This design comes from an exercise in tuning for small area, a short achievable clock period and few clock cycles per item on the open sky130 flow, not from production work. In this exercise RTL edits were held to simulation tests only and were not proved equivalent to the original. Power and IR drop assume default switching activity.

Setup of v29:
## chip8_instruction_execute_top
module chip8_instruction_execute_top #(
    parameter int unsigned STACK_DEPTH = 16
) (
    input  wire logic        aclk,
    input  wire logic        aresetn,
    input  wire logic        cfg_valid,
    output logic             cfg_ready,
    input  wire logic [11:0] cfg_start_address,
    input  wire logic        s_valid,
    output logic             s_ready,
    input  wire logic [15:0] s_instruction,
    output logic             m_valid,
    input  wire logic        m_ready,
    output logic [11:0]      m_pc_value,
    output logic [11:0]      m_index_value,
    output logic             m_reg_written,
    output logic [3:0]       m_reg_number,
    output logic [7:0]       m_vreg_data,
    output logic             m_flag_written,
    output logic             m_flag_value,
    output logic [1:0]       m_status
);
Settings: LEC_CHECK=0, ABC_AREA=1, ABC_CLOCK_PERIOD_IN_PS=2500, CAP_MARGIN=20, CORE_MARGIN=2, CORE_UTILIZATION=55, CTS_CLUSTER_DIAMETER=100, CTS_CLUSTER_SIZE=20, SETUP_SLACK_MARGIN=4.5, SLEW_MARGIN=20, TNS_END_PERCENT=5; clock period 7.0 ns.
standard.sh (not shown) runs the stock make flow with config.mk's settings and CLKGATE_MAP_FILE= SYNTH_SCRIPT=/design/flow/synth_recipe.tcl, a recipe that flattens the netlist after the stock synthesis.
==> flow/flow/run.sh <==
#!/bin/bash
# The standard layout, with plain buffers (instead of the delay cells the
# resizer picks by default) on the input and output ports.
set -euo pipefail
bash standard.sh BUFFER_PORTS_ARGS="-buffer_cell sky130_fd_sc_hd__buf_2" finish > standard_flow.log 2>&1
Testbench counts of v29, summed over its fixed seeds: cycles 12,024, items 12,000.
What v35 does differently from v29 at the input level:
diff --git a/flow/config.mk b/flow/config.mk
--- a/flow/config.mk
+++ b/flow/config.mk
@@ -7,3 +7,2 @@
 export LEC_CHECK = 0
-export ABC_AREA = 1
 export ABC_CLOCK_PERIOD_IN_PS = 2500
@@ -11,3 +10,3 @@
 export CORE_MARGIN = 2
-export CORE_UTILIZATION = 55
+export CORE_UTILIZATION = 40
 export CTS_CLUSTER_DIAMETER = 100
==> comparison <==
- Going from v29 to v35, peak supply drop shrinks by 0.057 mV.
- v35: part of the power in combinational logic 1.7 points above v29
- On cell area after layout, v29 beats v35.
- Relative to v29, part of the Yosys area used for sequential elements has decreased by 1.4 points in v35.
- [v35] share of power burned in registers fell 2.1 points relative to v29
- Worst path setup slack after routing was higher in the run labelled v29.
- Cmp v35 vs v29: met3 capacity usage during global routing higher in v35
- Measured against v35, the area used by multi-input combinational logic of v29 comes out at 0.901 times the reference value.
- Post-route fraction of the period consumed by the critical path was higher in the run labelled v35.
- In the tables for v29 and v35, vias after detailed routing reads lower with v35.
- In v35, the achievable clock frequency came out about 1.7% below the value in v29.
The inputs of v56 differ from those of v35 as listed below.
==> flow/run.sh (new file) <==
#!/bin/bash
# synth_recipe.tcl (not shown) runs the flow's synth.tcl, then flattens the netlist and writes it again
# the make line also repeats each setting of config.mk as NAME=value (left out here)
make -C /OpenROAD-flow-scripts/flow DESIGN_CONFIG=/design/flow/config.mk WORK_HOME=/design/flow/orfs CLKGATE_MAP_FILE= SYNTH_SCRIPT=/design/flow/synth_recipe.tcl finish
removed: flow/flow/run.sh
removed: flow/standard.sh
Findings:
Start point of the critical path: r_ins_reg[10] -> v56, e_ctl_reg[6] -> v35
In the metrics for v35 and v56, the one carrying the lower wire length on met2 is v35.
v56 against v35: placed cell area increased by 360 um^2 relative to the old numbers; total design power higher.
v56: buffer count excluding the clock tree in the final layout 41 above v35
[v56] sequential share of layout area fell 2.4 points relative to v35
End of the critical path: opx_reg[6] -> v56, u_vregs.mem[14][6] -> v35
Delta (v56 minus v35): width of the die held steady, slew at the pin closest to its max-slew limit shrank by 0.14 ns.


the baseline:
chip8_instruction_execute_top, a different RTL version from the one above (not shown whole).
Size: about 2100 cells after synthesis, ~77 I/O pins, about 21000 um^2 of cells after synthesis.
==> flow/config.mk <==
export PLATFORM = sky130hd
export DESIGN_NAME = chip8_instruction_execute_top
export DESIGN_NICKNAME = chip8_instruction_execute_top
export VERILOG_FILES = /design/flow/design.v
export SDC_FILE = /design/flow/constraint.sdc
export NUM_CORES = 4
export LEC_CHECK = 0
export ABC_AREA = 1
export ABC_CLOCK_PERIOD_IN_PS = 2500
export CAP_MARGIN = 20
export CORE_MARGIN = 2
export CORE_UTILIZATION = 62
export CTS_CLUSTER_DIAMETER = 100
export CTS_CLUSTER_SIZE = 25
export GPL_ROUTABILITY_DRIVEN = 0
export SETUP_SLACK_MARGIN = 4.5
export SLEW_MARGIN = 20
export TNS_END_PERCENT = 20
==> flow/constraint.sdc <==
create_clock -name core_clock -period 7.0 [get_ports {aclk}]
set_input_delay 1.4000 -clock core_clock [delete_from_list [all_inputs] [get_ports {aclk}]]
set_output_delay 1.4000 -clock core_clock [all_outputs]
set_load 0.01 [all_outputs]
==> flow/flow/run.sh <==
#!/bin/bash
# The standard layout, with plain buffers (instead of the delay cells the
# resizer picks by default) on the input and output ports.
set -euo pipefail
bash standard.sh BUFFER_PORTS_ARGS="-buffer_cell sky130_fd_sc_hd__buf_2" finish > standard_flow.log 2>&1
Testbench counts of the baseline, summed over its fixed seeds: cycles 12,024, items 12,000.
Modified inputs, the candidate compared to the baseline
- a deleted GPL_ROUTABILITY_DRIVEN that had been 0
==> run notes <==
The candidate vs. the baseline: wire length now sits lower; total instance count after detailed placement now sits at about the same level.
Higher final worst-path cycle share among the baseline and the candidate: the baseline
For the pin slew with the least headroom to its limit, the candidate came in 46 ps lower than the baseline did.
The baseline -> the candidate: xor and xnor area share after synthesis delta 0, exact match
Via count: the candidate vs the baseline down 164
Multi-input combinational cell area ended up about 0.5% higher on the candidate than on the baseline.
Diff the baseline -> the candidate: clock latency reported for the late side of the worst-skew pair did not really move, post-route worst hold slack about even.

[static timing again, ports no longer ideal]
Ports are ideal in the flow. The routed layouts listed here were re-timed in OpenROAD.
Step 1 assumes that a clkbuf_16 drives the clock port and a buf_2 every other input.
Step 2, shift: input delay + t, output delay - t, t = (earliest + latest rising clock arrival at the registers) / 2. This alone moves slack from input paths to output paths.
Three values: ideal, step 1, step 2; two values: the first two.
| run | t (ns) | setup WS [ns] | slew at the worst register clock pin (ns) | worst data-port slew with drivers (ns) | pins driven straight from the clock port |
|---|---|---|---|---|---|
| v29 | 0.635 | 4.286 / 4.256 / 3.688 | 0.09 / 0.09 | 0.04 | 1 |
| v35 | 0.647 | 4.239 / 4.239 / 3.743 | 0.09 / 0.09 | 0.07 | 1 |
| v56 | 0.659 | 4.161 / 4.107 / 3.763 | 0.10 / 0.10 | 0.07 | 1 |
| the baseline | 0.595 | 4.301 / 4.246 / 3.890 | 0.11 / 0.11 | 0.05 | 1 |
| the candidate | 0.597 | 4.328 / 4.269 / 3.815 | 0.10 / 0.10 | 0.05 | 1 |
After both steps every run listed still meets setup and hold. For v29, which loses most, drivers alone change the setup slack by -0.030 ns; drivers and shift together by -0.598 ns.
